This design comes from an exercise in tuning for small area, a short achievable clock period and few clock cycles per item on the open sky130 flow, not from production work. RTL that was checked went through simulation tests only; none was proved equivalent to the original. The RTL of runs 1 to 4 was laid out without a check of its function. Power and IR drop assume default switching activity.

## run.sh

```bash
#!/bin/bash
# synth_recipe.tcl (not shown) runs the flow's synth.tcl, then flattens the netlist and writes it again
# the make line also repeats each setting of config.mk as NAME=value (left out here)
make -C /OpenROAD-flow-scripts/flow DESIGN_CONFIG=/design/flow/config.mk WORK_HOME=/design/flow/orfs CLKGATE_MAP_FILE= SYNTH_SCRIPT=/design/flow/synth_recipe.tcl finish
```

## config.mk

```make
export PLATFORM = sky130hd
export DESIGN_NAME = text_full_justify_top
export DESIGN_NICKNAME = text_full_justify_top
export VERILOG_FILES = /design/flow/design.v
export SDC_FILE = /design/flow/constraint.sdc
export NUM_CORES = 4
export LEC_CHECK = 0
export ABC_CLOCK_PERIOD_IN_PS = 2600
export CAP_MARGIN = 20
export CORE_MARGIN = 2
export CORE_UTILIZATION = 40
export SETUP_SLACK_MARGIN = 4.4
export SLEW_MARGIN = 20
```

## constraint.sdc

```tcl
create_clock -name core_clock -period 7.0 [get_ports {clk}]
set_input_delay 1.4000 -clock core_clock [delete_from_list [all_inputs] [get_ports {clk}]]
set_output_delay 1.4000 -clock core_clock [all_outputs]
set_load 0.01 [all_outputs]
```

## design.v

```verilog
`default_nettype none
package tfj_pkg;
	localparam int MAX_WIDTH = 32;
	localparam int MAX_WORDS = 16;
	localparam logic [7:0] SPACE_CHAR = 8'd32;
	localparam logic [5:0] WIDTH_RESET = 6'd16;
	typedef struct packed {
		logic take;
		logic copy;
		logic div;
		logic full;
		logic emit;
		logic line_clear;
	} tfj_cmd_t;
	typedef struct packed {
		logic tend;
		logic wl_zero;
		logic words_zero;
		logic need_break;
		logic copy_last;
		logic div_done;
		logic emit_done;
	} tfj_sts_t;
endpackage
`default_nettype wire
`default_nettype none
module tfj_ctrl (
	input  wire logic       clk,
	input  wire logic       arst_n,
	input  wire logic [4:0] wm1,
	input  wire logic       nl_ready,
	input  wire logic [5:0] nl_len,
	input  wire logic       nl_cut,
	input  wire logic [4:0] nl_bm1,
	input  wire logic [3:0] nl_rem,
	output logic            nl_take,
	input  wire logic       q_v,
	input  wire logic [8:0] q_data,
	output logic            rd_take,
	input  wire logic       out_ready,
	output logic            out_valid,
	output logic [7:0]      out_byte,
	output logic            out_line_last,
	output logic            out_word_cut
);
	logic       cur_q;
	logic [4:0] pos_q;
	logic [5:0] let_q;
	logic [4:0] gap_q;
	logic [4:0] bm1_q;
	logic [3:0] rem_q;
	logic       ng_q;
	logic       cut_q;
	logic       ov_q;
	logic [7:0] ob_q;
	logic       ol_q;
	logic       oc_q;
	logic       sv_q;
	logic [7:0] sb_q;
	logic       sl_q;
	logic       sc_q;
	logic       gz_q;     
	logic       lz_q;     
	logic       lst_q;    
	logic       c_gap;
	logic       c_pad;
	logic       c_gs;
	logic       c_let;
	logic       emit;
	logic       last;
	logic [7:0] eb;
	assign c_gap = !gz_q;
	assign c_pad = gz_q && lz_q;
	assign c_gs  = !c_gap && !c_pad && q_v && q_data[8] && ng_q;
	assign c_let = !c_gap && !c_pad && q_v && !(q_data[8] && ng_q);
	assign emit  = cur_q && !sv_q && (c_gap || c_pad || q_v);
	assign last  = lst_q;
	assign eb    = c_let ? q_data[7:0] : tfj_pkg::SPACE_CHAR;
	assign rd_take = emit && c_let;
	assign nl_take = nl_ready && (!cur_q || (emit && last));
	always_ff @(posedge clk or negedge arst_n) begin
		if (!arst_n) begin
			cur_q <= 1'b0;
			pos_q <= 5'd0;
			let_q <= 6'd0;
			gap_q <= 5'd0;
			ng_q  <= 1'b0;
			gz_q  <= 1'b1;
			lz_q  <= 1'b1;
			lst_q <= 1'b1;
			ov_q  <= 1'b0;
			sv_q  <= 1'b0;
		end else begin
			if (emit) begin
				pos_q <= pos_q - 5'd1;
				lst_q <= pos_q == 5'd1;
				if (c_gap) begin
					gap_q <= gap_q - 5'd1;
					gz_q  <= gap_q == 5'd1;
				end
				if (c_gs) begin
					gap_q <= bm1_q + {4'd0, rem_q != 4'd0};
					gz_q  <= bm1_q == 5'd0 && rem_q == 4'd0;
					ng_q  <= 1'b0;
				end
				if (c_let) begin
					let_q <= let_q - 6'd1;
					lz_q  <= let_q == 6'd1;
					ng_q  <= 1'b1;
				end
				if (last) begin
					cur_q <= 1'b0;
				end
			end
			if (nl_take) begin
				cur_q <= 1'b1;
				pos_q <= wm1;
				lst_q <= wm1 == 5'd0;
				let_q <= nl_len;
				lz_q  <= nl_len == 6'd0;
				gap_q <= 5'd0;
				gz_q  <= 1'b1;
				ng_q  <= 1'b0;
			end
			if (!ov_q || out_ready) begin
				ov_q <= emit || sv_q;
				sv_q <= 1'b0;
			end else if (emit) begin
				sv_q <= 1'b1;
			end
		end
	end
	always_ff @(posedge clk) begin
		if (emit && c_gs && rem_q != 4'd0) begin
			rem_q <= rem_q - 4'd1;
		end
		if (nl_take) begin
			bm1_q <= nl_bm1;
			rem_q <= nl_rem;
			cut_q <= nl_cut;
		end
		if (!ov_q || out_ready) begin
			if (sv_q) begin
				ob_q <= sb_q;
				ol_q <= sl_q;
				oc_q <= sc_q;
			end else begin
				ob_q <= eb;
				ol_q <= last;
				oc_q <= cut_q;
			end
		end
		if (emit) begin
			sb_q <= eb;
			sl_q <= last;
			sc_q <= cut_q;
		end
	end
	assign out_valid     = ov_q;
	assign out_byte      = ob_q;
	assign out_line_last = ol_q;
	assign out_word_cut  = oc_q;
endmodule
`default_nettype wire
`default_nettype none
module tfj_dp (
	input  wire logic       clk,
	input  wire logic       arst_n,
	input  wire logic       wr_en,
	input  wire logic       wr_adv,
	input  wire logic [8:0] wr_data,
	input  wire logic       rd_take,
	output logic            q_v,
	output logic [8:0]      q_data
);
	logic [8:0] mem [64];
	logic [3:0] wa_q;
	logic [3:0] wb_q;
	logic [3:0] wc_q;
	logic [5:0] ra_q;
	logic [6:0] mc_q;     
	logic       ne_q;     
	logic       load;
	assign load = (rd_take || !q_v) && ne_q;
	always_ff @(posedge clk) begin
		for (int i = 0; i < 64; i++) begin
			if (wr_en && wa_q[i % 4] && wb_q[(i / 4) % 4] && wc_q[i / 16]) begin
				mem[i] <= wr_data;
			end
		end
		if (load) begin
			q_data <= mem[ra_q];
		end
	end
	always_ff @(posedge clk or negedge arst_n) begin
		if (!arst_n) begin
			wa_q <= 4'b0001;
			wb_q <= 4'b0001;
			wc_q <= 4'b0001;
			ra_q <= 6'd0;
			mc_q <= 7'd0;
			ne_q <= 1'b0;
			q_v  <= 1'b0;
		end else begin
			if (wr_adv) begin
				wa_q <= {wa_q[2:0], wa_q[3]};
				if (wa_q[3]) begin
					wb_q <= {wb_q[2:0], wb_q[3]};
					if (wb_q[3]) begin
						wc_q <= {wc_q[2:0], wc_q[3]};
					end
				end
			end
			if (wr_adv && !load) begin
				mc_q <= mc_q + 7'd1;
			end else if (!wr_adv && load) begin
				mc_q <= mc_q - 7'd1;
			end
			ne_q <= wr_adv || (ne_q && !(mc_q == 7'd1 && load));
			if (load) begin
				ra_q <= ra_q + 6'd1;
				q_v  <= 1'b1;
			end else if (rd_take) begin
				q_v <= 1'b0;
			end
		end
	end
endmodule
`default_nettype wire
`default_nettype none
module text_full_justify_top (
	input  wire logic       clk,
	input  wire logic       arst_n,
	input  wire logic       cfg_we,
	input  wire logic [5:0] cfg_wdata,
	input  wire logic       in_valid,
	output logic            in_ready,
	input  wire logic [7:0] in_byte,
	input  wire logic       in_byte_valid,
	input  wire logic       in_word_end,
	input  wire logic       in_text_end,
	output logic            out_valid,
	input  wire logic       out_ready,
	output logic [7:0]      out_byte,
	output logic            out_line_last,
	output logic            out_word_cut
);
	logic [5:0] w_q;
	logic [4:0] wm1_q;
	logic       rdy_q;
	logic       it_v;
	logic [7:0] it_b;
	logic       it_bv;
	logic       it_cl;
	logic       it_te;
	logic [5:0] wlc_q;    
	logic       wfull_q;  
	logic       ovf_q;    
	logic [6:0] occ_q;    
	logic       b_v;
	logic [5:0] b_wl;
	logic       b_ovf;
	logic       b_ne;     
	logic       b_brk;    
	logic       b_tep;    
	logic [5:0] len_q;    
	logic [4:0] n_q;      
	logic       cut_q;
	logic [5:0] rp1_q;    
	logic       le_q;     
	logic       dst_q;
	logic [2:0] dcnt_q;
	logic [4:0] ds_q;
	logic [3:0] dr_q;
	logic       nl_v;
	logic [5:0] nl_len;
	logic       nl_cut;
	logic [4:0] nl_bm1;
	logic [3:0] nl_rem;
	logic       nl_take;
	logic       q_v;
	logic [8:0] q_data;
	logic       rd_take;
	logic       accept;
	logic       in_cl;
	logic       a_stall;
	logic       a_cons;
	logic       store;
	logic [5:0] wlc_new;
	logic       xfer;
	logic       ne_new;
	logic       b_fresh;
	logic [5:0] add_len;
	logic       add_cut;
	logic       div_done;
	logic       b_stall;
	logic       b_proc;
	logic       b_cons;
	logic       b_v_d;
	logic [4:0] t5;
	logic       qbit;
	logic [3:0] gaps;
	logic       it_v_nx;
	logic       cl_nx;
	logic       room;
	logic       wfull_safe;
	assign in_cl  = in_word_end | in_text_end;
	assign accept = in_valid && rdy_q;
	assign in_ready = rdy_q;
	assign a_stall = it_cl && b_v;
	assign a_cons  = it_v && !a_stall;
	assign store   = a_cons && it_bv && !wfull_q;
	assign wlc_new = wlc_q + {5'd0, it_bv && !wfull_q};
	assign xfer    = a_cons && it_cl;
	assign ne_new  = wlc_q != 6'd0 || it_bv;
	assign b_fresh  = b_brk || le_q;
	assign add_len  = (b_fresh ? 6'd0 : len_q) + b_wl;
	assign add_cut  = (b_fresh ? 1'b0 : cut_q) | b_ovf;
	assign div_done = !dst_q && dcnt_q == 3'd5;
	assign b_stall  = b_brk ? (nl_v || !div_done) : (b_tep && nl_v);
	assign b_proc   = b_v && !b_stall;
	assign b_cons   = b_proc && !(b_brk && b_tep);
	assign b_v_d    = xfer || (b_v && !b_cons);
	assign gaps = n_q[3:0] - 4'd1;
	assign t5   = {dr_q, ds_q[4]};
	assign qbit = t5 >= {1'b0, gaps};
	always_ff @(posedge clk or negedge arst_n) begin
		if (!arst_n) begin
			w_q     <= tfj_pkg::WIDTH_RESET;
			wm1_q   <= 5'(tfj_pkg::WIDTH_RESET - 6'd1);
			rdy_q   <= 1'b1;
			it_v    <= 1'b0;
			wlc_q   <= 6'd0;
			wfull_q <= 1'b0;
			ovf_q   <= 1'b0;
			occ_q   <= 7'd0;
			b_v     <= 1'b0;
			len_q   <= 6'd0;
			n_q     <= 5'd0;
			cut_q   <= 1'b0;
			rp1_q   <= 6'd0;
			le_q    <= 1'b1;
			dst_q   <= 1'b0;
			dcnt_q  <= 3'd0;
			nl_v    <= 1'b0;
		end else begin
			if (cfg_we) begin
				if (cfg_wdata == 6'd0) begin
					w_q   <= 6'd1;
					wm1_q <= 5'd0;
				end else if (cfg_wdata > 6'd32) begin
					w_q   <= 6'd32;
					wm1_q <= 5'd31;
				end else begin
					w_q   <= cfg_wdata;
					wm1_q <= 5'(cfg_wdata - 6'd1);
				end
			end
			if (accept) begin
				it_v <= 1'b1;
			end else if (a_cons) begin
				it_v <= 1'b0;
			end
			if (xfer) begin
				wlc_q   <= 6'd0;
				wfull_q <= 1'b0;
				ovf_q   <= 1'b0;
			end else if (a_cons && it_bv) begin
				if (!wfull_q) begin
					wlc_q   <= wlc_new;
					wfull_q <= wlc_q[4:0] == wm1_q;
				end else begin
					ovf_q <= 1'b1;
				end
			end
			if (store && !rd_take) begin
				occ_q <= occ_q + 7'd1;
			end else if (!store && rd_take) begin
				occ_q <= occ_q - 7'd1;
			end
			b_v <= b_v_d;
			if (b_proc && b_ne) begin
				len_q <= add_len;
				n_q   <= (b_fresh ? 5'd0 : n_q) + 5'd1;
				le_q  <= 1'b0;
				cut_q <= add_cut;
				rp1_q <= b_fresh ? (w_q - b_wl) : (rp1_q + ~b_wl);
			end
			if (b_proc && !b_brk && b_tep) begin
				len_q <= 6'd0;
				n_q   <= 5'd0;
				le_q  <= 1'b1;
				cut_q <= 1'b0;
			end
			dst_q <= b_proc && b_ne;
			if (dst_q) begin
				dcnt_q <= 3'd0;
			end else if (dcnt_q != 3'd5) begin
				dcnt_q <= dcnt_q + 3'd1;
			end
			if (b_proc && (b_brk || b_tep)) begin
				nl_v <= 1'b1;
			end else if (nl_take) begin
				nl_v <= 1'b0;
			end
			rdy_q <= !(it_v_nx && cl_nx && b_v_d) && (room || wfull_safe);
		end
	end
	always_ff @(posedge clk) begin
		if (accept) begin
			it_b  <= in_byte;
			it_bv <= in_byte_valid;
			it_cl <= in_cl;
			it_te <= in_text_end;
		end
		if (xfer) begin
			b_wl  <= wlc_new;
			b_ovf <= ovf_q || (it_bv && wfull_q);
			b_ne  <= ne_new;
			b_brk <= ne_new && !le_q && (wlc_new >= rp1_q || n_q[4]);
			b_tep <= it_te && (ne_new || !le_q);
		end else if (b_proc && b_brk) begin
			b_wl  <= 6'd0;
			b_ovf <= 1'b0;
			b_ne  <= 1'b0;
			b_brk <= 1'b0;
		end
		if (dst_q) begin
			ds_q <= 5'(w_q - len_q);
			dr_q <= 4'd0;
		end else if (dcnt_q != 3'd5) begin
			ds_q <= {ds_q[3:0], qbit};
			dr_q <= qbit ? 4'(t5 - {1'b0, gaps}) : t5[3:0];
		end
		if (b_proc && b_brk) begin
			nl_len <= len_q;
			nl_cut <= cut_q;
			nl_bm1 <= ds_q - 5'd1;
			nl_rem <= dr_q;
		end else if (b_proc && b_tep) begin
			nl_len <= add_len;
			nl_cut <= add_cut;
			nl_bm1 <= 5'd0;
			nl_rem <= 4'd0;
		end
	end
	assign it_v_nx = accept || (it_v && !a_cons);
	assign cl_nx   = accept ? in_cl : it_cl;
	assign room    = store ? (occ_q <= 7'd62) : (occ_q <= 7'd63);
	assign wfull_safe = !(it_v && it_cl) && !(accept && in_cl)
		&& (wfull_q || (it_v && it_bv && wlc_q[4:0] == wm1_q));
	tfj_dp u_dp (
		.clk     (clk),
		.arst_n  (arst_n),
		.wr_en   (it_v && it_bv && !wfull_q),
		.wr_adv  (store),
		.wr_data ({wlc_q == 6'd0, it_b}),
		.rd_take (rd_take),
		.q_v     (q_v),
		.q_data  (q_data)
	);
	tfj_ctrl u_ctrl (
		.clk           (clk),
		.arst_n        (arst_n),
		.wm1           (wm1_q),
		.nl_ready      (nl_v),
		.nl_len        (nl_len),
		.nl_cut        (nl_cut),
		.nl_bm1        (nl_bm1),
		.nl_rem        (nl_rem),
		.nl_take       (nl_take),
		.q_v           (q_v),
		.q_data        (q_data),
		.rd_take       (rd_take),
		.out_ready     (out_ready),
		.out_valid     (out_valid),
		.out_byte      (out_byte),
		.out_line_last (out_line_last),
		.out_word_cut  (out_word_cut)
	);
endmodule
`default_nettype wire
```

==> results.yml, run 1 <==
status:
  outcome: "finished clean"
yosys:
  post_synth_num_cell_types: 89
  synth_simple_gate_area_share: 0.1210
  post_synth_xor_area_fraction: 0.01761
  synth-edff-count: 656
  syn_avg_cell_area_um2: 14.24
  postSynthNetCount: 2359
  synth_top_flop_cell: "sky130_fd_sc_hd__edfxtp_1"
  synth_cells: 2270
  yosys_warns: 4
  synth_compound_gate_area_share: 0.1012
  synth-async-reset-ratio: 0.1348
  adder_and_majority_gate_portion_of_the_synthesized_area: 0.02825
  ys_seq_area_frac: 0.6927
  combinational_family_with_the_most_area_after_synthesis: "simple AND/OR/NAND/NOR gates"
  netlist_area_um2: 32330
  synth.mux.area_fraction: 0.01351
  synthesized_flop_and_latch_total: 764
timing:
  slew_of_the_pin_with_the_lowest_slew_margin_ns: 1.236
  setup-violations-final: 0
  layout_worst_path_cycle_share: 0.4421
  finClkSkew_ns: 0.05073
  fin_setup_tns_ns: 0
  holdWs_ns: 0.4227
  period_minus_slack_ns: 3.095
  hold_viol: 0
  maxSlewHeadroom: 0.1729
  maxClockFrequency_ghz: 0.3231
  timing.final.max_slew_violations: 0
  rsz0062_at_grt: "yes"
power_and_ir_drop:
  power.static_leakage_nw: 13.96
  total_power_mw: 13.94
  irDropWorstVdd_mv: 0.2122
  power_per_standard_cell_area_nw_per_um2: 359.5
die:
  floorplan.rows: 104
  fp.dieArea_um2: 83110
  chip_width_um: 288.3
  io_pins: 34
  core_box_area_um2: 80290
  dieHeight_um: 288.3
  floorplan.initialDensity: 0.4027
clocking:
  clk_pin_slew_worst_paths_ns: 0.06
  h-tree-depth: 3
  hold_buffers: 0
  clock_insertion_delay_worst_skew_ns: 0.66
  cts-root-to-sink-buffers: 3
  tritoncts: "yes"
  clock_tree.root_cell: "sky130_fd_sc_hd__clkbuf_16"
  cts.sinks: 764
  numCtsBuffers: 81
worst_setup_path:
  required_ns: 7.38
  worst_setup_path_startpoint: "u_dp.ra_q[0]$_DFFE_PN0P_"
  worst-r2r-setup-slack_ns: 3.91
  setup.worst_path.end_class: "flop"
  worst_path_arrival_ns: 3.48
  worstReg2RegEnd: "u_dp.q_data[8]$_DFFE_PP_"
  crit_top_cell: "sky130_fd_sc_hd__buf_4"
  critical_path_cell_list: "buf_4 -> ha_4 -> buf_4 -> a22oi_2 -> nor4_1 -> a2111oi_4 -> nand4_1 -> or4_4 -> a211o_1"
  timing.critical_path.fanout_max: 9
  timing.critical_path.buf_inv: 2
  criticalPathCategory: "reg2reg"
  start_kind: "flop"
  worst_r2r_path_depth: 9
  critPathTopFamily: "simple AND/OR/NAND/NOR gates"
  reg2reg_from: "u_dp.ra_q[0]$_DFFE_PN0P_"
  max_stage_delay_ns: 0.64
  critical_path.slowest_cell: "sky130_fd_sc_hd__or4_4"
placed_design:
  buffer_ports.inserted: 33
  post_place_cell_area_um2: 34130
  place_congestion: 1.016
  hpwl_um: 73210
layout:
  final_cell_area_um2: 38780
  design.final.nets: 2527
  layout-area-overhead-vs-synth_pct: 19.97
  final_layout_size_suffix_gt1_frac: 0.2084
  post-route-util: 0.4831
  fillers: 6792
job:
  max_cap_viol_count: 0
route:
  drt_pass1_iterations: 6
  drcViolationCount: 0
  via_count: 22520
  detailedRoute.firstIterationViolations: 3281
  totalWireLength_um: 118000
  drtAntennaViolNets: 0
  routed_wire_length_per_instance_um: 33.07
  viasPerCell: 6.311
global_route:
  grt.total_usage: 0.2806
  largest_net_degree_at_the_start_of_global_routing: 65
  grt_antenna_before_repair: 6
  grt_first_pass_wirelength_um: 162700
  first_global_vias: 21630
  globalRouteOverflowTotal: 0
min_path:
  hold-path-endpoint: "u_ctrl.bm1_q[3]$_DFFE_PP_"
  min_path_type: "reg2reg"
  hold_path_start: "nl_bm1[3]$_SDFFCE_PN0P_"
  hold_path_depth: 0
## layer usage
layer / vias to the layer above / routed length [um] / global-route usage
met5: - / 25 / 0
met4: 4 / 7467 / 0.1488
met3: 373 / 15270 / 0.08562
met2: 1683 / 51080 / 0.4147
met1: 11280 / 44180 / 0.3723
li1: 9186 / - / -
## where the power goes
| part | internal, mW | switching [mW] |
|---|---|---|
| Combinational | 1.43 | 2.17 |
| Clock | 2.62 | 1.86 |
| Sequential | 5.55 | 0.314 |
| Total | 9.60 | 4.35 |
## per-stage QoR
stage | worst slack [ns] | cells
floorplan | 4.213 | 2270
detailed placement | 2.929 | 3309
global route | 3.881 | 3565
global placement | 2.832 | 3309
finish | 3.905 | 3569
CTS | 3.980 | 3540
## layout make-up
class	count	area [um^2]	share of cell area
diodes	4	10.01	0.0002581
clock buffers	108	2210	0.05697
clock inverters	42	565.5	0.01458
inverters	79	337.8	0.008711
multi-input cells	1326	10230	0.2637
flip-flops and latches	764	22400	0.5776
well taps	1060	1326	0.03420
repair buffers	186	1703	0.04391
## sequential cells by signal, indices dropped and copies added, names as in the netlist, 7 cells and up
signal / flops
it_b: 8
u_ctrl.sb_q: 8
u_ctrl.ob_q: 8
u_dp.mem: 576
occ_q: 7
u_dp.q_data: 9
u_dp.mc_q: 7
## cells by family after synthesis
| group | Yosys count |
|---|---|
| DFF | 764 |
| buffers and inverters | 182 |
| AOI/OAI and AO/OA | 444 |
| xor gates and xnor gates | 65 |
| muxes | 40 |
| adders and majority gates | 70 |
| and+or+nand+nor | 705 |
## Yosys cell counts, types with 11 or more instances
cell | count | area [um^2]
sky130_fd_sc_hd__dfrtp_1 | 90 | 2252
sky130_fd_sc_hd__nor2b_1 | 12 | 75.07
sky130_fd_sc_hd__xnor2_1 | 42 | 367.9
sky130_fd_sc_hd__a2111oi_2 | 11 | 165.2
sky130_fd_sc_hd__mux2_2 | 29 | 326.6
sky130_fd_sc_hd__and2_1 | 88 | 550.5
sky130_fd_sc_hd__nand2_1 | 100 | 375.4
sky130_fd_sc_hd__xor2_1 | 23 | 201.4
sky130_fd_sc_hd__nand4_1 | 41 | 256.5
sky130_fd_sc_hd__buf_2 | 22 | 110.1
sky130_fd_sc_hd__a22oi_1 | 116 | 870.8
sky130_fd_sc_hd__o21ai_0 | 75 | 375.4
sky130_fd_sc_hd__buf_6 | 14 | 157.7
sky130_fd_sc_hd__a32oi_1 | 58 | 508.0
sky130_fd_sc_hd__clkbuf_1 | 52 | 195.2
sky130_fd_sc_hd__a22o_1 | 11 | 96.34
sky130_fd_sc_hd__nand3_1 | 87 | 435.4
sky130_fd_sc_hd__nor4_1 | 11 | 68.82
sky130_fd_sc_hd__or4_1 | 18 | 135.1
sky130_fd_sc_hd__and3_1 | 130 | 813.3
sky130_fd_sc_hd__edfxtp_1 | 656 | 19700
sky130_fd_sc_hd__nor2_1 | 112 | 420.4
sky130_fd_sc_hd__a2111oi_0 | 23 | 201.4
sky130_fd_sc_hd__nor3_1 | 36 | 180.2
sky130_fd_sc_hd__nand2b_1 | 12 | 75.07
sky130_fd_sc_hd__mux2i_1 | 11 | 110.1
sky130_fd_sc_hd__ha_1 | 61 | 763.2
sky130_fd_sc_hd__inv_1 | 77 | 289.0
sky130_fd_sc_hd__dfstp_2 | 13 | 341.6
sky130_fd_sc_hd__a21oi_1 | 56 | 280.3
## layout by cell type (no fill, tap or decap), types with 20 or more instances in the layout
master	instances
sky130_fd_sc_hd__nor2_1	97
sky130_fd_sc_hd__a21oi_1	51
sky130_fd_sc_hd__clkbuf_16	83
sky130_fd_sc_hd__xnor2_1	41
sky130_fd_sc_hd__nand4_1	41
sky130_fd_sc_hd__nor3_1	33
sky130_fd_sc_hd__and3_1	120
sky130_fd_sc_hd__nand2_1	96
sky130_fd_sc_hd__o21ai_0	67
sky130_fd_sc_hd__inv_1	68
sky130_fd_sc_hd__dfrtp_1	84
sky130_fd_sc_hd__a22oi_1	101
sky130_fd_sc_hd__nand3_1	80
sky130_fd_sc_hd__and2_1	81
sky130_fd_sc_hd__edfxtp_1	656
sky130_fd_sc_hd__clkbuf_1	20
sky130_fd_sc_hd__buf_6	22
sky130_fd_sc_hd__mux2_2	27
sky130_fd_sc_hd__buf_4	116
sky130_fd_sc_hd__a32oi_1	53
sky130_fd_sc_hd__a2111oi_4	23
sky130_fd_sc_hd__ha_1	52
sky130_fd_sc_hd__xor2_1	21
## repair_timing
action,CTS,global route
gates resized for setup,212,68
pin swaps,62,44
endpoints found under the setup margin,471,37
cloned,3,2
buffers inserted,78,23
hold endpoints to repair,0,0
## how the worst max path moves through the flow
stage	to	depth (start not counted)	slack [ns]
detailed placement	u_dp.q_data[8]$_DFFE_PP_	6	2.93
finish	u_dp.q_data[8]$_DFFE_PP_	9	3.91
global route	u_dp.q_data[0]$_DFFE_PP_	9	3.88
floorplan	wm1_q[1]$_DFFE_PN1P_	6	4.21
global placement	u_dp.q_data[8]$_DFFE_PP_	6	2.83
CTS	u_dp.q_data[8]$_DFFE_PP_	9	3.98
==> run 2: changes to the inputs <==
--- a/design.v
+++ b/design.v
@@ -182,4 +182,18 @@
 	logic       ne_q;     
 	logic       load;
+	logic [8:0] r1 [16];
+	logic [8:0] r2 [4];
+	logic [8:0] rd;
+	always_comb begin
+		for (int i = 0; i < 16; i++) begin
+			r1[i] = ra_q[1] ? (ra_q[0] ? mem[4 * i + 3] : mem[4 * i + 2])
+				: (ra_q[0] ? mem[4 * i + 1] : mem[4 * i]);
+		end
+		for (int i = 0; i < 4; i++) begin
+			r2[i] = ra_q[3] ? (ra_q[2] ? r1[4 * i + 3] : r1[4 * i + 2])
+				: (ra_q[2] ? r1[4 * i + 1] : r1[4 * i]);
+		end
+		rd = ra_q[5] ? (ra_q[4] ? r2[3] : r2[2]) : (ra_q[4] ? r2[1] : r2[0]);
+	end
 	assign load = (rd_take || !q_v) && ne_q;
 	always_ff @(posedge clk) begin
@@ -190,5 +204,5 @@
 		end
 		if (load) begin
-			q_data <= mem[ra_q];
+			q_data <= rd;
 		end
 	end
==> run 2 against run 1 <==
Still clean on timing, DRC and antenna. Area after synthesis shrank 1.2%. Register-to-register slack gained 0.39 ns. Clock skew shrank 0.011 ns. Via count shrank 24%. Largest cell class unchanged. Largest power group unchanged.
==> results.yml, run 2 <==
status:
  outcome: "finished clean"
yosys:
  ys_seq_area_frac: 0.7010
  synthesized_flop_and_latch_total: 764
  yosys.area.top_type_share: 0.6167
  synth_top_flop_cell: "sky130_fd_sc_hd__edfxtp_1"
  synth_simple_gate_area_share: 0.06581
  yosys_warns: 6
  synth-async-reset-ratio: 0.1348
  postSynthNetCount: 2013
  combinational_family_with_the_most_area_after_synthesis: "multiplexers"
  synth.most_common_cell: "sky130_fd_sc_hd__edfxtp_1"
  post_synth_num_cell_types: 71
  synth_top_cells_by_count: "656 x sky130_fd_sc_hd__edfxtp_1, 135 x sky130_fd_sc_hd__mux4_2, 101 x sky130_fd_sc_hd__nand2_1"
  post_synth_xor_area_fraction: 0.01892
  netlist_area_um2: 31940
  synth_compound_gate_area_share: 0.05511
  synth_cells: 1927
  ranking_of_synthesized_cells_by_area: "sky130_fd_sc_hd__edfxtp_1 62%, sky130_fd_sc_hd__mux4_2 9.5%, sky130_fd_sc_hd__dfrtp_1 7.1%, sky130_fd_sc_hd__ha_1 2.3%, sky130_fd_sc_hd__and2_1 1.4%"
  syn_avg_cell_area_um2: 16.58
  synth-edff-count: 656
  adder_and_majority_gate_portion_of_the_synthesized_area: 0.02742
  synth_largest_area_cell: "sky130_fd_sc_hd__edfxtp_1"
  synth.mux.area_fraction: 0.1125
layout:
  stdcell_count: 3138
  largest-register: "u_dp.mem"
  final_cell_area_um2: 36790
  layout.cells.most_common: "sky130_fd_sc_hd__edfxtp_1"
  final_layout_size_suffix_gt1_frac: 0.2070
  reg.largest.list: "u_dp.mem x576, u_dp.q_data x9"
  design.final.nets: 2105
  most_used_cells_in_the_layout_excluding_fill_and_tap_cells: "656 x sky130_fd_sc_hd__edfxtp_1, 135 x sky130_fd_sc_hd__mux4_2, 97 x sky130_fd_sc_hd__nand2_1"
  largest_register_ff_count: 576
  layout-area-overhead-vs-synth_pct: 15.19
route:
  drcViolationCount: 0
  detailedRoute.firstIterationViolations: 1507
  routed_wire_length_per_instance_um: 23.79
  via_count: 17180
  drtAntennaViolNets: 0
  drt_pass1_iterations: 7
  viasPerCell: 5.474
  totalWireLength_um: 74640
timing:
  timing.final.max_slew_violations: 0
  layout_worst_path_cycle_share: 0.3863
  slew_of_the_pin_with_the_lowest_slew_margin_ns: 0.8528
  period_minus_slack_ns: 2.704
  post-route-worst-setup-slack_ns: 4.296
  maxSlewHeadroom: 0.4314
  finClkSkew_ns: 0.03963
  rsz0062_at_grt: "yes"
  maxClockFrequency_ghz: 0.3698
  hold_viol: 0
  setup-violations-final: 0
  fin_setup_tns_ns: 0
worst_setup_path:
  worstReg2RegEnd: "occ_q[6]$_DFFE_PN0P_"
  max_stage_delay_ns: 0.56
  required_ns: 5.60
  setup.worst_path.end_class: "output port"
  start_kind: "flop"
  worst_r2r_path_depth: 13
  critical_path_cell_list: "buf_6"
  critical_path.slowest_cell: "sky130_fd_sc_hd__dfstp_2"
  criticalPathCategory: "reg2out"
  timing.critical_path.buf_inv: 1
  timing.critical_path.fanout_max: 2
  worst_path_arrival_ns: 1.30
  critPathTopFamily: "flip-flops"
  worst-r2r-setup-slack_ns: 4.30
  reg2reg_from: "u_ctrl.gz_q$_DFFE_PN1P_"
global_route:
  grt_antenna_before_repair: 2
  grt_first_pass_wirelength_um: 111900
  first_global_vias: 17560
  grt.total_usage: 0.1834
  largest_net_degree_at_the_start_of_global_routing: 65
  globalRouteOverflowTotal: 0
job:
  max_cap_viol_count: 0
die:
  io_pins: 34
  core_box_area_um2: 79000
  chip_width_um: 286.6
  dieHeight_um: 286.6
  floorplan.rows: 103
  fp.dieArea_um2: 82130
  floorplan.initialDensity: 0.4043
clocking:
  clk_pin_slew_worst_paths_ns: 0.06
  tritoncts: "yes"
  hold_buffers: 0
  clock_insertion_delay_worst_skew_ns: 0.64
  clock_tree.root_cell: "sky130_fd_sc_hd__clkbuf_16"
  cts.sinks: 764
  h-tree-depth: 3
  numCtsBuffers: 80
  cts-root-to-sink-buffers: 3
power_and_ir_drop:
  power.static_leakage_nw: 12.65
  total_power_mw: 14.74
  power_per_standard_cell_area_nw_per_um2: 400.6
  irDropWorstVdd_mv: 0.2400
min_path:
  hold-path-endpoint: "u_ctrl.bm1_q[0]$_DFFE_PP_"
  hold_path_depth: 0
  min_path_type: "reg2reg"
  hold_path_start: "nl_bm1[0]$_SDFFCE_PN0P_"
placed_design:
  place_congestion: 0.8425
  post-place-ws_ns: 3.505
  post_place_cell_area_um2: 33490
  hpwl_um: 45560
  buffer_ports.inserted: 33
  dp.cells: 2947
## run 2: changes by cell type in the layout (fill, tap and decap cells not counted), moves of 35 or more
cell                      before  now
sky130_fd_sc_hd__mux4_2        0  135
sky130_fd_sc_hd__and3_1      120   28
sky130_fd_sc_hd__buf_4       116   47
sky130_fd_sc_hd__nand3_1      80   22
sky130_fd_sc_hd__a22oi_1     101   47
sky130_fd_sc_hd__a32oi_1      53    0
sky130_fd_sc_hd__nand4_1      41    6
## run 2: logic make-up after synthesis
| group | after synthesis |
|---|---|
| and+or+nand+nor | 409 |
| adders and majority gates | 67 |
| buffers and inverters | 150 |
| xor gates and xnor gates | 69 |
| DFF | 764 |
| muxes | 187 |
| AOI/OAI and AO/OA | 281 |
## run 2: layer usage
metal / up-vias / global-route usage / routed length [um]
met5: - / 0 / 0
met4: 0 / 0.06217 / 2151
met3: 110 / 0.03585 / 4407
met2: 455 / 0.3036 / 36770
met1: 8928 / 0.2430 / 31320
li1: 7683 / - / -
## run 2: worst max path at each step
stage | from | end | slack, ns | cells past startpoint
after detailed placement | it_bv$_DFFE_PP_ | occ_q[6]$_DFFE_PN0P_ | 3.51 | 13
final | rdy_q$_DFF_PN1_ | in_ready | 4.30 | 1
after global placement | u_dp.ra_q[0]$_DFFE_PN0P_ | u_dp.q_data[4]$_DFFE_PP_ | 3.53 | 6
after global routing | rdy_q$_DFF_PN1_ | in_ready | 4.26 | 1
after floorplan | u_ctrl.lz_q$_DFFE_PN1P_ | u_dp.mc_q[5]$_DFFE_PN0P_ | 4.22 | 12
after CTS | rdy_q$_DFF_PN1_ | in_ready | 4.27 | 1
## run 2: cell type report
type / count / area (um^2)
fill: 6593 / 42210
sequential: 764 / 22410
multi-input combinational: 1013 / 9223
clock buffer: 102 / 2155
tap: 1050 / 1314
timing repair buffer: 92 / 920.9
clock inverter: 48 / 490.5
inverter: 67 / 275.3
timing repair inverter: 1 / 7.507
antenna: 1 / 2.502
## run 2: stage by stage
step / hold slack (ns) / utilization
2_1_floorplan: 0.3994 / -
3_3_place_gp: 0.4068 / 0.4240
3_5_place_dp: 0.4075 / 0.4240
4_1_cts: 0.4228 / 0.4619
5_1_grt: 0.4292 / 0.4657
6_report: 0.4187 / 0.4657
## run 2: power breakdown
part           switching [mW]  internal, mW
Combinational            2.59          1.97
Sequential              0.365          5.58
Clock                    1.81          2.43
Total                    4.76          9.98
## run 2: timing repair
| action | 4_1_cts | 5_1_grt |
|---|---|---|
| pin swaps | 11 | 12 |
| buffers inserted | 15 | 21 |
| setup endpoints to repair | 373 | 28 |
| cloned | 4 | 0 |
| endpoints found under the hold margin | 0 | 0 |
| gates resized for setup | 78 | 30 |
==> run 3: changes to the inputs <==
--- a/config.mk
+++ b/config.mk
@@ -9,5 +9,5 @@
 export CAP_MARGIN = 20
 export CORE_MARGIN = 2
-export CORE_UTILIZATION = 40
+export CORE_UTILIZATION = 60
 export SETUP_SLACK_MARGIN = 4.4
 export SLEW_MARGIN = 20
==> run 3 against run 2 <==
Clock power down 5.0%. Non-clock buffer count up 10. Routed wire length about the same. Global-route usage up 8.5 points. Register-to-register slack better by 0.04 ns. Core utilization up 23 points. Clock skew down 0.017 ns. Final area down 0.75%. Clock-buffer cell count down 1. Power up 0.38%. Critical path type is now reg2reg.
==> results.yml, run 3 <==
timing:
  timing.final.max_slew_violations: 0
  period_minus_slack_ns: 2.666
  slew_of_the_pin_with_the_lowest_slew_margin_ns: 1.107
  maxSlewHeadroom: 0.2620
  setup-violations-final: 0
  layout_worst_path_cycle_share: 0.3809
  rsz0062_at_grt: "yes"
  maxClockFrequency_ghz: 0.3751
  finClkSkew_ns: 0.02220
  fin_setup_tns_ns: 0
  hold_viol: 0
power_and_ir_drop:
  sequential_cell_fraction_of_total_power: 0.402
  p_comb_frac: 0.326
  total_power_mw: 14.80
  clock_power_share: 0.272
  power.static_leakage_nw: 12.68
  power_switching_mw: 4.752
  swShare: 0.3212
  irDropWorstVdd_mv: 0.2876
  power_per_standard_cell_area_nw_per_um2: 405.2
  internal-power_mw: 10.04
worst_setup_path:
  max_stage_delay_ns: 0.55
  setup.worst_path.end_class: "flop"
  worst_path_arrival_ns: 3.15
  criticalPathCategory: "reg2reg"
  required_ns: 7.49
  critPathTopFamily: "compound AO/OA/AOI/OAI gates"
  worst_r2r_path_depth: 13
  critical_path_cell_list: "nor3b_4 -> or3b_4 -> inv_12 -> nand2_8 -> ha_4 -> inv_8 -> ha_4 -> a21o_1 -> a21oi_2 -> o21bai_1 -> a21oi_1 -> xor2_1 -> o21ai_1"
  crit_top_cell: "sky130_fd_sc_hd__ha_4"
  start_kind: "flop"
  critical_path.slowest_cell: "sky130_fd_sc_hd__dfstp_2"
  crit_cells: 13
  timing.critical_path.fanout_max: 6
  timing.critical_path.buf_inv: 2
die:
  io_pins: 34
  fp.dieArea_um2: 55100
  core_box_area_um2: 52550
  chip_width_um: 234.7
  dieHeight_um: 234.7
  floorplan.initialDensity: 0.6078
  floorplan.rows: 84
placed_design:
  place_congestion: 0.8416
  buffer_ports.inserted: 33
  hpwl_um: 45230
clocking:
  h-tree-depth: 3
  cts-root-to-sink-buffers: 3
  hold_buffers: 0
  clock_insertion_delay_worst_skew_ns: 0.61
  cts.sinks: 764
  clk_pin_slew_worst_paths_ns: 0.06
  tritoncts: "yes"
  clock_tree.root_cell: "sky130_fd_sc_hd__clkbuf_16"
  numCtsBuffers: 77
yosys:
  ys_seq_area_frac: 0.7010
  postSynthNetCount: 2013
  yosys.area.top_type_share: 0.6167
  synth-async-reset-ratio: 0.1348
  synth_cells: 1927
  synth_top_flop_cell: "sky130_fd_sc_hd__edfxtp_1"
  netlist_area_um2: 31940
  ranking_of_synthesized_cells_by_area: "sky130_fd_sc_hd__edfxtp_1 62%, sky130_fd_sc_hd__mux4_2 9.5%, sky130_fd_sc_hd__dfrtp_1 7.1%, sky130_fd_sc_hd__ha_1 2.3%, sky130_fd_sc_hd__and2_1 1.4%"
  synth.most_common_cell: "sky130_fd_sc_hd__edfxtp_1"
  synth_largest_area_cell: "sky130_fd_sc_hd__edfxtp_1"
  synth_top_cells_by_count: "656 x sky130_fd_sc_hd__edfxtp_1, 135 x sky130_fd_sc_hd__mux4_2, 101 x sky130_fd_sc_hd__nand2_1"
  syn_avg_cell_area_um2: 16.58
  yosys_warns: 6
  synth-edff-count: 656
  synthesized_flop_and_latch_total: 764
  post_synth_num_cell_types: 71
route:
  drtAntennaViolNets: 0
  via_count: 17490
  routed_wire_length_per_instance_um: 26.93
  drt_pass1_iterations: 7
  drcViolationCount: 0
  viasPerCell: 6.304
  totalWireLength_um: 74690
  detailedRoute.firstIterationViolations: 1617
global_route:
  grt.total_usage: 0.2682
  grt_antenna_before_repair: 1
  largest_net_degree_at_the_start_of_global_routing: 79
  grt_first_pass_wirelength_um: 109600
  globalRouteOverflowTotal: 0
  first_global_vias: 17170
layout:
  layout-area-overhead-vs-synth_pct: 14.32
  reg.largest.list: "u_dp.mem x576, u_dp.q_data x9"
  design.final.nets: 2112
  largest-register: "u_dp.mem"
  fillers: 3469
  layout.cells.most_common: "sky130_fd_sc_hd__edfxtp_1"
  final_layout_size_suffix_gt1_frac: 0.2149
  most_used_cells_in_the_layout_excluding_fill_and_tap_cells: "656 x sky130_fd_sc_hd__edfxtp_1, 135 x sky130_fd_sc_hd__mux4_2, 98 x sky130_fd_sc_hd__nand2_1"
  largest_register_ff_count: 576
min_path:
  min_path_type: "reg2reg"
  hold_path_depth: 0
status:
  outcome: "finished clean"
job:
  max_cap_viol_count: 0
[run 3: power by group through the flow]
stage / registers, mW / clock network (mW) / logic (mW)
final: 5.94 / 4.03 / 4.83
after global routing: 5.99 / 4.27 / 5.21
after CTS: 5.95 / 4.08 / 4.43
after detailed placement: 6.09 / 0 / 4.07
after global placement: 6.08 / 0 / 4.00
after floorplan: 5.94 / 0 / 2.93
[run 3: through the flow]
stage	instance area, um^2	worst slack (ns)	util	instances	hold WS, ns
detailed placement	33050	3.110	0.6290	2588	0.4052
finish	36520	4.334	0.6949	2774	0.4173
floorplan	32030	4.223	-	1927	0.3994
CTS	35940	4.296	0.6840	2748	0.4213
global route	36520	4.245	0.6949	2773	0.4248
global placement	33050	3.150	0.6289	2588	0.4064
[run 3: cell families after synthesis]
kind of cell             count (synthesis)  synth area share
multiplexers                           187            0.1125
flip-flops                             764            0.7010
AND/OR/NAND/NOR                        409           0.06581
AO/OA/AOI/OAI                          281           0.05511
adder cells (fa/ha/maj)                 67           0.02742
XOR/XNOR                                69           0.01892
buffers and inverters                  150           0.01915
[run 3: routing by layer]
layer  vias to the layer above  share of wire  wire [um]  GRT usage
met5                         -        0.00017         13          0
met4                         2          0.021       1547    0.07614
met3                        99          0.072       5348    0.05804
met2                       630           0.47      34910     0.4016
met1                      9055           0.44      32870     0.4039
li1                       7702              -          -          -
[run 3: worst paths after layout]
kind	start	end	slack (ns)
setup / recovery	u_ctrl.lz_q$_DFFE_PN1P_	occ_q[5]$_DFFE_PN0P_	4.33
hold / removal	nl_bm1[0]$_SDFFCE_PN0P_	u_ctrl.bm1_q[0]$_DFFE_PP_	0.42
setup reg to reg	u_ctrl.lz_q$_DFFE_PN1P_	occ_q[5]$_DFFE_PN0P_	4.33
hold reg to reg	nl_bm1[0]$_SDFFCE_PN0P_	u_ctrl.bm1_q[0]$_DFFE_PP_	0.42
max in group asynchronous	arst_n	u_dp.ra_q[0]$_DFFE_PN0P_	4.72
min in group asynchronous	arst_n	u_dp.ra_q[3]$_DFFE_PN0P_	0.87
[run 3: final cells by class]
type / instances / area (um^2) / area share
diodes: 1 / 2.502 / 0.00006853
clock inverters: 37 / 367.9 / 0.01007
flip-flops and latches: 764 / 22410 / 0.6135
repair inverters: 1 / 7.507 / 0.0002056
repair buffers: 102 / 1179 / 0.03228
inverters: 67 / 280.3 / 0.007675
multi-input cells: 1013 / 9324 / 0.2553
clock buffers: 101 / 2091 / 0.05725
well taps: 688 / 860.8 / 0.02357
[run 3: what timing repair did]
item	CTS	global route
gates resized for setup	99	44
setup buffers	19	17
pin swaps	14	25
gates cloned	3	7
endpoints found under the hold margin	0	0
endpoints found under the setup margin	466	27
==> run 4: changes to the inputs <==
--- a/design.v
+++ b/design.v
@@ -56,8 +56,4 @@
 	logic       ol_q;
 	logic       oc_q;
-	logic       sv_q;
-	logic [7:0] sb_q;
-	logic       sl_q;
-	logic       sc_q;
 	logic       gz_q;     
 	logic       lz_q;     
@@ -74,5 +70,5 @@
 	assign c_gs  = !c_gap && !c_pad && q_v && q_data[8] && ng_q;
 	assign c_let = !c_gap && !c_pad && q_v && !(q_data[8] && ng_q);
-	assign emit  = cur_q && !sv_q && (c_gap || c_pad || q_v);
+	assign emit  = cur_q && (!ov_q || out_ready) && (c_gap || c_pad || q_v);
 	assign last  = lst_q;
 	assign eb    = c_let ? q_data[7:0] : tfj_pkg::SPACE_CHAR;
@@ -90,5 +86,4 @@
 			lst_q <= 1'b1;
 			ov_q  <= 1'b0;
-			sv_q  <= 1'b0;
 		end else begin
 			if (emit) begin
@@ -123,9 +118,8 @@
 				ng_q  <= 1'b0;
 			end
-			if (!ov_q || out_ready) begin
-				ov_q <= emit || sv_q;
-				sv_q <= 1'b0;
-			end else if (emit) begin
-				sv_q <= 1'b1;
+			if (emit) begin
+				ov_q <= 1'b1;
+			end else if (out_ready) begin
+				ov_q <= 1'b0;
 			end
 		end
@@ -140,19 +134,8 @@
 			cut_q <= nl_cut;
 		end
-		if (!ov_q || out_ready) begin
-			if (sv_q) begin
-				ob_q <= sb_q;
-				ol_q <= sl_q;
-				oc_q <= sc_q;
-			end else begin
-				ob_q <= eb;
-				ol_q <= last;
-				oc_q <= cut_q;
-			end
-		end
 		if (emit) begin
-			sb_q <= eb;
-			sl_q <= last;
-			sc_q <= cut_q;
+			ob_q <= eb;
+			ol_q <= last;
+			oc_q <= cut_q;
 		end
 	end
--- a/config.mk
+++ b/config.mk
@@ -9,5 +9,5 @@
 export CAP_MARGIN = 20
 export CORE_MARGIN = 2
-export CORE_UTILIZATION = 60
+export CORE_UTILIZATION = 40
 export SETUP_SLACK_MARGIN = 4.4
 export SLEW_MARGIN = 20
==> run 4 against run 3 <==
Still clean. Register-to-register slack got worse by 0.25 ns. Die area rose by 48%. Synthesized cell count fell by 3.9%. Area after synthesis fell by 0.80%. Critical path depth rose by 1. Via count fell by 4.1%. Global-route usage fell by 9.0 points. Core utilization fell by 23 points. Worst setup slack got worse by 0.27 ns. Combinational power rose by 3%. Critical path type is now in2reg.
==> results.yml, run 4 <==
status:
  outcome: "finished clean"
yosys:
  netlist_area_um2: 31690
  synthesized_flop_and_latch_total: 753
  synth_top_cells_by_count: "646 x sky130_fd_sc_hd__edfxtp_1, 154 x sky130_fd_sc_hd__mux4_2, 95 x sky130_fd_sc_hd__nand2_1"
  combinational_family_with_the_most_area_after_synthesis: "multiplexers"
  synth_largest_area_cell: "sky130_fd_sc_hd__edfxtp_1"
  synth_cells: 1851
  synth_compound_gate_area_share: 0.04194
  ranking_of_synthesized_cells_by_area: "sky130_fd_sc_hd__edfxtp_1 61%, sky130_fd_sc_hd__mux4_2 11%, sky130_fd_sc_hd__dfrtp_1 7.0%, sky130_fd_sc_hd__ha_1 2.3%, sky130_fd_sc_hd__and2_1 1.5%"
  ys_seq_area_frac: 0.6965
  syn_avg_cell_area_um2: 17.12
  postSynthNetCount: 1936
  post_synth_num_cell_types: 73
  synth-edff-count: 646
  yosys_warns: 6
  synth.mux.area_fraction: 0.1321
  synth_top_flop_cell: "sky130_fd_sc_hd__edfxtp_1"
  synth.most_common_cell: "sky130_fd_sc_hd__edfxtp_1"
  synth_simple_gate_area_share: 0.06302
  post_synth_xor_area_fraction: 0.01769
  synth-async-reset-ratio: 0.1355
  yosys.area.top_type_share: 0.6122
  adder_and_majority_gate_portion_of_the_synthesized_area: 0.02693
worst_setup_path:
  timing.critical_path.buf_inv: 3
  critPathTopFamily: "compound AO/OA/AOI/OAI gates"
  setup.worst_path.end_class: "flop"
  critical_path_cell_list: "buf_6 -> nand2b_4 -> nand3_4 -> inv_12 -> nand2_8 -> ha_4 -> inv_6 -> fa_2 -> a21o_1 -> a21oi_2 -> o21bai_2 -> mux2i_1 -> o211ai_1 -> xor2_1"
  criticalPathCategory: "in2reg"
  required_ns: 7.46
  worst-r2r-setup-slack_ns: 4.08
  reg2reg_from: "u_ctrl.gz_q$_DFFE_PN1P_"
  worst_path_arrival_ns: 3.40
  critical_path.slowest_cell: "sky130_fd_sc_hd__fa_2"
  worstReg2RegEnd: "occ_q[6]$_DFFE_PN0P_"
  max_stage_delay_ns: 0.39
  timing.critical_path.fanout_max: 6
  worst_r2r_path_depth: 13
  start_kind: "input pin"
layout:
  most_used_cells_in_the_layout_excluding_fill_and_tap_cells: "646 x sky130_fd_sc_hd__edfxtp_1, 155 x sky130_fd_sc_hd__mux4_2, 92 x sky130_fd_sc_hd__nand2_1"
  reg.largest.list: "u_dp.mem x576, u_dp.q_data x9"
  final_layout_size_suffix_gt1_frac: 0.2316
  layout.cells.most_common: "sky130_fd_sc_hd__edfxtp_1"
  largest-register: "u_dp.mem"
  fillers: 6641
  layout-area-overhead-vs-synth_pct: 16.45
  post-route-util: 0.4686
  stdcell_count: 3081
  design.final.nets: 2056
  largest_register_ff_count: 576
route:
  drt_pass1_iterations: 5
  detailedRoute.firstIterationViolations: 1584
  totalWireLength_um: 72610
  viasPerCell: 5.441
  via_count: 16760
  routed_wire_length_per_instance_um: 23.57
  drtAntennaViolNets: 0
  drcViolationCount: 0
clocking:
  numCtsBuffers: 76
  clock_insertion_delay_worst_skew_ns: 0.63
  cts.sinks: 753
  cts-root-to-sink-buffers: 3
  clock_tree.root_cell: "sky130_fd_sc_hd__clkbuf_16"
  tritoncts: "yes"
  h-tree-depth: 3
  clk_pin_slew_worst_paths_ns: 0.06
die:
  fp.dieArea_um2: 81480
  floorplan.initialDensity: 0.4024
  chip_width_um: 285.5
  io_pins: 34
  dieHeight_um: 285.5
  core_box_area_um2: 78740
  floorplan.rows: 103
timing:
  maxClockFrequency_ghz: 0.3406
  layout_worst_path_cycle_share: 0.4194
  maxSlewHeadroom: 0.4441
  finClkSkew_ns: 0.05132
  timing.final.max_slew_violations: 0
  slew_of_the_pin_with_the_lowest_slew_margin_ns: 0.8338
  hold_viol: 0
  period_minus_slack_ns: 2.936
  rsz0062_at_grt: "yes"
  setup-violations-final: 0
  fin_setup_tns_ns: 0
global_route:
  first_global_vias: 17170
  grt_antenna_before_repair: 4
  grt_first_pass_wirelength_um: 108500
  globalRouteOverflowTotal: 0
  grt.total_usage: 0.1778
  largest_net_degree_at_the_start_of_global_routing: 65
placed_design:
  buffer_ports.inserted: 33
  place_congestion: 0.8239
  dp.cells: 2874
  hpwl_um: 42980
power_and_ir_drop:
  irDropWorstVdd_mv: 0.2238
  power_per_standard_cell_area_nw_per_um2: 401.9
  power.static_leakage_nw: 12.74
min_path:
  hold_path_depth: 0
  min_path_type: "reg2reg"
  hold-path-endpoint: "u_ctrl.bm1_q[3]$_DFFE_PP_"
  hold_path_start: "nl_bm1[3]$_SDFFCE_PN0P_"
job:
  max_cap_viol_count: 0
run 4: cell count changes after synthesis, sizes merged, moves of 8 or more:
cell and change:
a21oi -8, a22oi -45, clkbuf -8, edfxtp -10, mux2 -8, mux4 +26, nor2 -18, nor3 +10
o21ai -12, o22ai -9
run 4: what timing repair did:
| action | 4_1_cts | 5_1_grt |
|---|---|---|
| setup endpoints to repair | 256 | 43 |
| hold endpoints to repair | 0 | 0 |
| gates resized for setup | 99 | 49 |
| buffers inserted | 38 | 23 |
| hold buffers | 0 | 0 |
| pin swaps | 19 | 18 |
| cloned | 4 | 4 |
run 4: worst max path at each step:
stage               cells past startpoint                    start  slack, ns                   end
floorplan                              13                out_ready       3.70  occ_q[6]$_DFFE_PN0P_
global placement                       14                out_ready       3.05  occ_q[6]$_DFFE_PN0P_
detailed placement                     14                out_ready       3.02  occ_q[6]$_DFFE_PN0P_
CTS                                    14                out_ready       4.14  occ_q[6]$_DFFE_PN0P_
global route                           13  u_ctrl.gz_q$_DFFE_PN1P_       3.94  occ_q[6]$_DFFE_PN0P_
finish                                 14                out_ready       4.06  occ_q[6]$_DFFE_PN0P_
run 4: report_power, final:
part / switching [mW] / internal (mW) / leakage, nW / total [mW]
clock network: 1.72 / 2.33 / 1.20 / 4.05
logic: 2.61 / 2.37 / 4.43 / 4.98
registers: 0.326 / 5.47 / 7.11 / 5.80
run 4: area by class of cell:
cell class,instances,area [um^2],share of cell area
Inverter,73,304.0,0.008240
Tap cell,1050,1314,0.03561
Clock inverter,39,470.5,0.01275
Multi-Input combinational cell,945,9315,0.2525
Sequential cell,753,22080,0.5984
Clock buffer,97,2021,0.05477
Timing Repair Buffer,122,1389,0.03764
Antenna cell,2,5.005,0.0001356
run 4: cells by family after synthesis:
group	Yosys count
flops	753
simple gates	388
compound gates	216
mux	212
buf+inv	153
fa+ha+maj	65
xor+xnor	64
run 4: through the flow:
stage / worst slack, ns / power [mW] / hold WS, ns / cell area [um^2]
detailed placement: 3.019 / 10.07 / 0.4089 / 33230
finish: 4.064 / 14.83 / 0.4211 / 36900
floorplan: 3.701 / 8.892 / 0.3994 / 31880
CTS: 4.141 / 14.58 / 0.4250 / 36360
global placement: 3.049 / 9.982 / 0.4034 / 33230
global route: 3.945 / 15.53 / 0.4373 / 36890
run 4: routing by layer:
metal / routed length [um] / global-route usage
met5: 27 / 0
met4: 1559 / 0.04791
met3: 4046 / 0.03038
met2: 34900 / 0.2857
met1: 32070 / 0.2521
==> run 5: changes to the inputs <==
--- a/design.v
+++ b/design.v
@@ -28,5 +28,5 @@
 	input  wire logic       clk,
 	input  wire logic       arst_n,
-	input  wire logic [4:0] wm1,
+	input  wire logic [5:0] w,
 	input  wire logic       nl_ready,
 	input  wire logic [5:0] nl_len,
@@ -45,5 +45,5 @@
 );
 	logic       cur_q;
-	logic [4:0] pos_q;
+	logic [5:0] pos_q;    
 	logic [5:0] let_q;
 	logic [4:0] gap_q;
@@ -56,4 +56,8 @@
 	logic       ol_q;
 	logic       oc_q;
+	logic       sv_q;
+	logic [7:0] sb_q;
+	logic       sl_q;
+	logic       sc_q;
 	logic       gz_q;     
 	logic       lz_q;     
@@ -70,5 +74,5 @@
 	assign c_gs  = !c_gap && !c_pad && q_v && q_data[8] && ng_q;
 	assign c_let = !c_gap && !c_pad && q_v && !(q_data[8] && ng_q);
-	assign emit  = cur_q && (!ov_q || out_ready) && (c_gap || c_pad || q_v);
+	assign emit  = cur_q && !sv_q && (c_gap || c_pad || q_v);
 	assign last  = lst_q;
 	assign eb    = c_let ? q_data[7:0] : tfj_pkg::SPACE_CHAR;
@@ -78,5 +82,5 @@
 		if (!arst_n) begin
 			cur_q <= 1'b0;
-			pos_q <= 5'd0;
+			pos_q <= 6'd0;
 			let_q <= 6'd0;
 			gap_q <= 5'd0;
@@ -86,8 +90,9 @@
 			lst_q <= 1'b1;
 			ov_q  <= 1'b0;
+			sv_q  <= 1'b0;
 		end else begin
 			if (emit) begin
-				pos_q <= pos_q - 5'd1;
-				lst_q <= pos_q == 5'd1;
+				pos_q <= pos_q - 6'd1;
+				lst_q <= pos_q == 6'd2;
 				if (c_gap) begin
 					gap_q <= gap_q - 5'd1;
@@ -110,6 +115,6 @@
 			if (nl_take) begin
 				cur_q <= 1'b1;
-				pos_q <= wm1;
-				lst_q <= wm1 == 5'd0;
+				pos_q <= w;
+				lst_q <= w == 6'd1;
 				let_q <= nl_len;
 				lz_q  <= nl_len == 6'd0;
@@ -118,8 +123,9 @@
 				ng_q  <= 1'b0;
 			end
-			if (emit) begin
-				ov_q <= 1'b1;
-			end else if (out_ready) begin
-				ov_q <= 1'b0;
+			if (!ov_q || out_ready) begin
+				ov_q <= emit || sv_q;
+				sv_q <= 1'b0;
+			end else if (emit) begin
+				sv_q <= 1'b1;
 			end
 		end
@@ -134,8 +140,19 @@
 			cut_q <= nl_cut;
 		end
+		if (!ov_q || out_ready) begin
+			if (sv_q) begin
+				ob_q <= sb_q;
+				ol_q <= sl_q;
+				oc_q <= sc_q;
+			end else begin
+				ob_q <= eb;
+				ol_q <= last;
+				oc_q <= cut_q;
+			end
+		end
 		if (emit) begin
-			ob_q <= eb;
-			ol_q <= last;
-			oc_q <= cut_q;
+			sb_q <= eb;
+			sl_q <= last;
+			sc_q <= cut_q;
 		end
 	end
@@ -155,5 +172,6 @@
 	input  wire logic       rd_take,
 	output logic            q_v,
-	output logic [8:0]      q_data
+	output logic [8:0]      q_data,
+	output logic [6:0]      mc
 );
 	logic [8:0] mem [64];
@@ -180,4 +198,5 @@
 	end
 	assign load = (rd_take || !q_v) && ne_q;
+	assign mc   = mc_q;
 	always_ff @(posedge clk) begin
 		for (int i = 0; i < 64; i++) begin
@@ -244,5 +263,4 @@
 );
 	logic [5:0] w_q;
-	logic [4:0] wm1_q;
 	logic       rdy_q;
 	logic       it_v;
@@ -254,5 +272,4 @@
 	logic       wfull_q;  
 	logic       ovf_q;    
-	logic [6:0] occ_q;    
 	logic       b_v;
 	logic [5:0] b_wl;
@@ -279,4 +296,5 @@
 	logic [8:0] q_data;
 	logic       rd_take;
+	logic [6:0] mc;
 	logic       accept;
 	logic       in_cl;
@@ -325,5 +343,4 @@
 		if (!arst_n) begin
 			w_q     <= tfj_pkg::WIDTH_RESET;
-			wm1_q   <= 5'(tfj_pkg::WIDTH_RESET - 6'd1);
 			rdy_q   <= 1'b1;
 			it_v    <= 1'b0;
@@ -331,5 +348,4 @@
 			wfull_q <= 1'b0;
 			ovf_q   <= 1'b0;
-			occ_q   <= 7'd0;
 			b_v     <= 1'b0;
 			len_q   <= 6'd0;
@@ -344,12 +360,9 @@
 			if (cfg_we) begin
 				if (cfg_wdata == 6'd0) begin
-					w_q   <= 6'd1;
-					wm1_q <= 5'd0;
+					w_q <= 6'd1;
 				end else if (cfg_wdata > 6'd32) begin
-					w_q   <= 6'd32;
-					wm1_q <= 5'd31;
+					w_q <= 6'd32;
 				end else begin
-					w_q   <= cfg_wdata;
-					wm1_q <= 5'(cfg_wdata - 6'd1);
+					w_q <= cfg_wdata;
 				end
 			end
@@ -366,14 +379,9 @@
 				if (!wfull_q) begin
 					wlc_q   <= wlc_new;
-					wfull_q <= wlc_q[4:0] == wm1_q;
+					wfull_q <= wlc_new == w_q;
 				end else begin
 					ovf_q <= 1'b1;
 				end
 			end
-			if (store && !rd_take) begin
-				occ_q <= occ_q + 7'd1;
-			end else if (!store && rd_take) begin
-				occ_q <= occ_q - 7'd1;
-			end
 			b_v <= b_v_d;
 			if (b_proc && b_ne) begin
@@ -444,7 +452,7 @@
 	assign it_v_nx = accept || (it_v && !a_cons);
 	assign cl_nx   = accept ? in_cl : it_cl;
-	assign room    = store ? (occ_q <= 7'd62) : (occ_q <= 7'd63);
+	assign room    = (mc + {6'd0, q_v} + {6'd0, store}) <= 7'd63;
 	assign wfull_safe = !(it_v && it_cl) && !(accept && in_cl)
-		&& (wfull_q || (it_v && it_bv && wlc_q[4:0] == wm1_q));
+		&& (wfull_q || (it_v && it_bv && wlc_q + 6'd1 == w_q));
 	tfj_dp u_dp (
 		.clk     (clk),
@@ -455,10 +463,11 @@
 		.rd_take (rd_take),
 		.q_v     (q_v),
-		.q_data  (q_data)
+		.q_data  (q_data),
+		.mc      (mc)
 	);
 	tfj_ctrl u_ctrl (
 		.clk           (clk),
 		.arst_n        (arst_n),
-		.wm1           (wm1_q),
+		.w             (w_q),
 		.nl_ready      (nl_v),
 		.nl_len        (nl_len),
--- a/config.mk
+++ b/config.mk
@@ -9,5 +9,5 @@
 export CAP_MARGIN = 20
 export CORE_MARGIN = 2
-export CORE_UTILIZATION = 40
+export CORE_UTILIZATION = 60
 export SETUP_SLACK_MARGIN = 4.4
 export SLEW_MARGIN = 20
==> run 5 against run 4 <==
Still clean on timing, DRC and antenna. Global-route usage increased by 11 points. Core utilization increased by 22 points. Synthesized cell count increased by 2.2%. Worst setup slack improved by 0.29 ns. Area after synthesis decreased by 0.75%. Die area decreased by 33%. Clock-buffer cell count decreased by 1. Clock skew decreased by 0.016 ns. Maximum frequency increased by 11%. Flip-flop and latch count unchanged. Power decreased by 3.3%.
==> results.yml, run 5 <==
status:
  outcome: "finished clean"
yosys:
  yosys.area.top_type_share: 0.6264
  synth_cells: 1892
  synth.most_common_cell: "sky130_fd_sc_hd__edfxtp_1"
  postSynthNetCount: 1973
  synth_largest_area_cell: "sky130_fd_sc_hd__edfxtp_1"
  synthesized_flop_and_latch_total: 753
  netlist_area_um2: 31450
  synth-edff-count: 656
  syn_avg_cell_area_um2: 16.62
  yosys_warns: 6
  ranking_of_synthesized_cells_by_area: "sky130_fd_sc_hd__edfxtp_1 63%, sky130_fd_sc_hd__mux4_2 9.0%, sky130_fd_sc_hd__dfrtp_1 6.6%, sky130_fd_sc_hd__ha_1 2.1%, sky130_fd_sc_hd__mux2i_1 1.4%"
  ys_seq_area_frac: 0.7032
  synth-async-reset-ratio: 0.1222
  synth_top_flop_cell: "sky130_fd_sc_hd__edfxtp_1"
  synth_top_cells_by_count: "656 x sky130_fd_sc_hd__edfxtp_1, 125 x sky130_fd_sc_hd__mux4_2, 103 x sky130_fd_sc_hd__nand2_1"
  post_synth_num_cell_types: 70
global_route:
  globalRouteOverflowTotal: 0
  grt.total_usage: 0.2866
  grt_first_pass_wirelength_um: 112000
  grt_antenna_before_repair: 5
  first_global_vias: 16980
  largest_net_degree_at_the_start_of_global_routing: 66
layout:
  final_layout_size_suffix_gt1_frac: 0.1933
  layout-area-overhead-vs-synth_pct: 13.00
  fillers: 3407
  reg.largest.list: "u_dp.mem x576, u_dp.q_data x9"
  layout.cells.most_common: "sky130_fd_sc_hd__edfxtp_1"
  antennaDiodeCount: 0
  final-seq-area_um2: 22130
  most_used_cells_in_the_layout_excluding_fill_and_tap_cells: "656 x sky130_fd_sc_hd__edfxtp_1, 125 x sky130_fd_sc_hd__mux4_2, 98 x sky130_fd_sc_hd__nand2_1"
  largest_register_ff_count: 576
  multi_input_comb_area_um2: 9005
  design.final.nets: 2053
  largest-register: "u_dp.mem"
placed_design:
  place_congestion: 0.8610
  hpwl_um: 45200
  buffer_ports.inserted: 33
timing:
  finClkSkew_ns: 0.03537
  fin_setup_tns_ns: 0
  timing.final.max_slew_violations: 0
  maxClockFrequency_ghz: 0.3784
  hold_viol: 0
  period_minus_slack_ns: 2.642
  setup-violations-final: 0
  holdWs_ns: 0.4133
  rsz0062_at_grt: "yes"
  slew_of_the_pin_with_the_lowest_slew_margin_ns: 0.9138
  layout_worst_path_cycle_share: 0.3775
  maxSlewHeadroom: 0.3908
worst_setup_path:
  start_kind: "flop"
  required_ns: 5.60
  critical_path_cell_list: "buf_6"
  worstReg2RegEnd: "u_dp.q_data[5]$_DFFE_PP_"
  critPathTopFamily: "flip-flops"
  setup.worst_path.end_class: "output port"
  critical_path.slowest_cell: "sky130_fd_sc_hd__dfstp_2"
  max_stage_delay_ns: 0.54
  timing.critical_path.fanout_max: 2
  worst-r2r-setup-slack_ns: 4.43
  reg2reg_from: "u_dp.ra_q[2]$_DFFE_PN0P_"
  criticalPathCategory: "reg2out"
  worst_r2r_path_depth: 6
  timing.critical_path.buf_inv: 1
  worst_path_arrival_ns: 1.24
die:
  io_pins: 34
  fp.dieArea_um2: 54260
  dieHeight_um: 232.9
  core_box_area_um2: 51610
  floorplan.rows: 83
  floorplan.initialDensity: 0.6093
  chip_width_um: 232.9
job:
  max_cap_viol_count: 0
power_and_ir_drop:
  irDropWorstVdd_mv: 0.2940
  p_comb_frac: 0.313
  swShare: 0.3247
  clock_power_share: 0.274
  power.static_leakage_nw: 12.29
  power_per_standard_cell_area_nw_per_um2: 403.6
  sequential_cell_fraction_of_total_power: 0.413
  power_switching_mw: 4.657
  internal-power_mw: 9.686
route:
  detailedRoute.firstIterationViolations: 1905
  drtAntennaViolNets: 0
  via_count: 17540
  drcViolationCount: 0
  viasPerCell: 6.467
  drt_pass1_iterations: 6
  totalWireLength_um: 76170
  routed_wire_length_per_instance_um: 28.08
clocking:
  cts-root-to-sink-buffers: 3
  tritoncts: "yes"
  numCtsBuffers: 75
  hold_buffers: 0
  clk_pin_slew_worst_paths_ns: 0.06
  cts.sinks: 753
  clock_insertion_delay_worst_skew_ns: 0.63
  h-tree-depth: 3
  clock_tree.root_cell: "sky130_fd_sc_hd__clkbuf_16"
min_path:
  hold-path-endpoint: "u_ctrl.bm1_q[2]$_DFFE_PP_"
  hold_path_depth: 0
  min_path_type: "reg2reg"
  hold_path_start: "nl_bm1[2]$_SDFFCE_PN0P_"
==> run 5: final cells by class <==
class	instances	area share
clock buffers	96	0.05623
clock inverters	42	0.01063
inverters	59	0.006654
multi-input cells	993	0.2534
flip-flops and latches	753	0.6227
well taps	680	0.02394
repair buffers	88	0.02605
repair inverters	2	0.0003873
==> run 5: worst max-delay path by stage <==
stage | from | to | slack (ns) | cells past startpoint
after floorplan | u_ctrl.lz_q$_DFFE_PN1P_ | u_dp.mc_q[5]$_DFFE_PN0P_ | 4.40 | 13
after global placement | u_dp.ra_q[0]$_DFFE_PN0P_ | u_dp.q_data[8]$_DFFE_PP_ | 3.56 | 6
after detailed placement | u_dp.q_v$_DFFE_PN0P_ | u_dp.mc_q[5]$_DFFE_PN0P_ | 3.61 | 11
after CTS | rdy_q$_DFF_PN1_ | in_ready | 4.33 | 1
after global routing | rdy_q$_DFF_PN1_ | in_ready | 4.33 | 1
final | rdy_q$_DFF_PN1_ | in_ready | 4.36 | 1
==> run 5: cell families (layout without fill, tap and decap cells) <==
group                      Yosys count  count (layout)  share of synthesized area
muxes                              196             196                     0.1132
DFF                                753             753                     0.7032
and+or+nand+nor                    407             407                    0.06700
buffers and inverters              146             287                    0.01866
xor gates and xnor gates            73              73                    0.02033
AOI/OAI and AO/OA                  258             258                    0.05304
adders and majority gates           59              59                    0.02467
==> run 5: power by group through the flow <==
stage                     registers (mW)  logic, mW  clock network [mW]
final                               5.93       4.49                3.93
after global routing                5.96       4.83                4.14
after CTS                           5.93       4.26                3.97
after detailed placement            6.08       3.89                   0
after global placement              6.06       3.83                   0
after floorplan                     5.88       2.82                   0
==> run 5: stage by stage <==
| step | instance area, um^2 | util | power (mW) | instances | setup slack [ns] |
|---|---|---|---|---|---|
| 6_report | 35540 | 0.6885 | 14.34 | 2713 | 4.358 |
| 3_3_place_gp | 32480 | 0.6293 | 9.896 | 2539 | 3.561 |
| 2_1_floorplan | 31490 | - | 8.701 | 1892 | 4.402 |
| 4_1_cts | 35210 | 0.6821 | 14.16 | 2696 | 4.330 |
| 3_5_place_dp | 32480 | 0.6293 | 9.973 | 2539 | 3.605 |
| 5_1_grt | 35540 | 0.6885 | 14.93 | 2713 | 4.330 |
==> run 5: worst reg2reg max path, cell delays in order (launching register included) <==
cell and delay [ns]:
sky130_fd_sc_hd__dfrtp_2 0.64, sky130_fd_sc_hd__buf_12 0.35, sky130_fd_sc_hd__mux4_2 0.39, sky130_fd_sc_hd__o32ai_1 0.10, sky130_fd_sc_hd__nor3_1 0.49, sky130_fd_sc_hd__o21ai_0 0.24, sky130_fd_sc_hd__o21ai_0 0.19
==> run 5: what timing repair did <==
item                                    4_1_cts  5_1_grt
resized for setup                            94       33
endpoints found under the setup margin      433       45
gates cloned                                  5        3
setup buffers                                14       14
pin swaps                                     2        4
==> run 5: metal layers <==
metal | vias to the layer above | track usage | wire length (um)
li1 | 7570 | - | -
met1 | 8974 | 0.4488 | 33140
met2 | 888 | 0.4200 | 34300
met3 | 108 | 0.05490 | 7234
met4 | 4 | 0.07086 | 1470
met5 | - | 0 | 26
Testbench counts of run 5, summed over its fixed seeds: cycles 14,959, bytes 14,730.

Check on run 5: ideal ports give 4.358 ns setup slack; a clkbuf_16 on the clock port and buf_2 on the inputs give 4.298 ns; moving port delays by the midpoint clock arrival (0.676 ns) as well gives 4.183 ns.
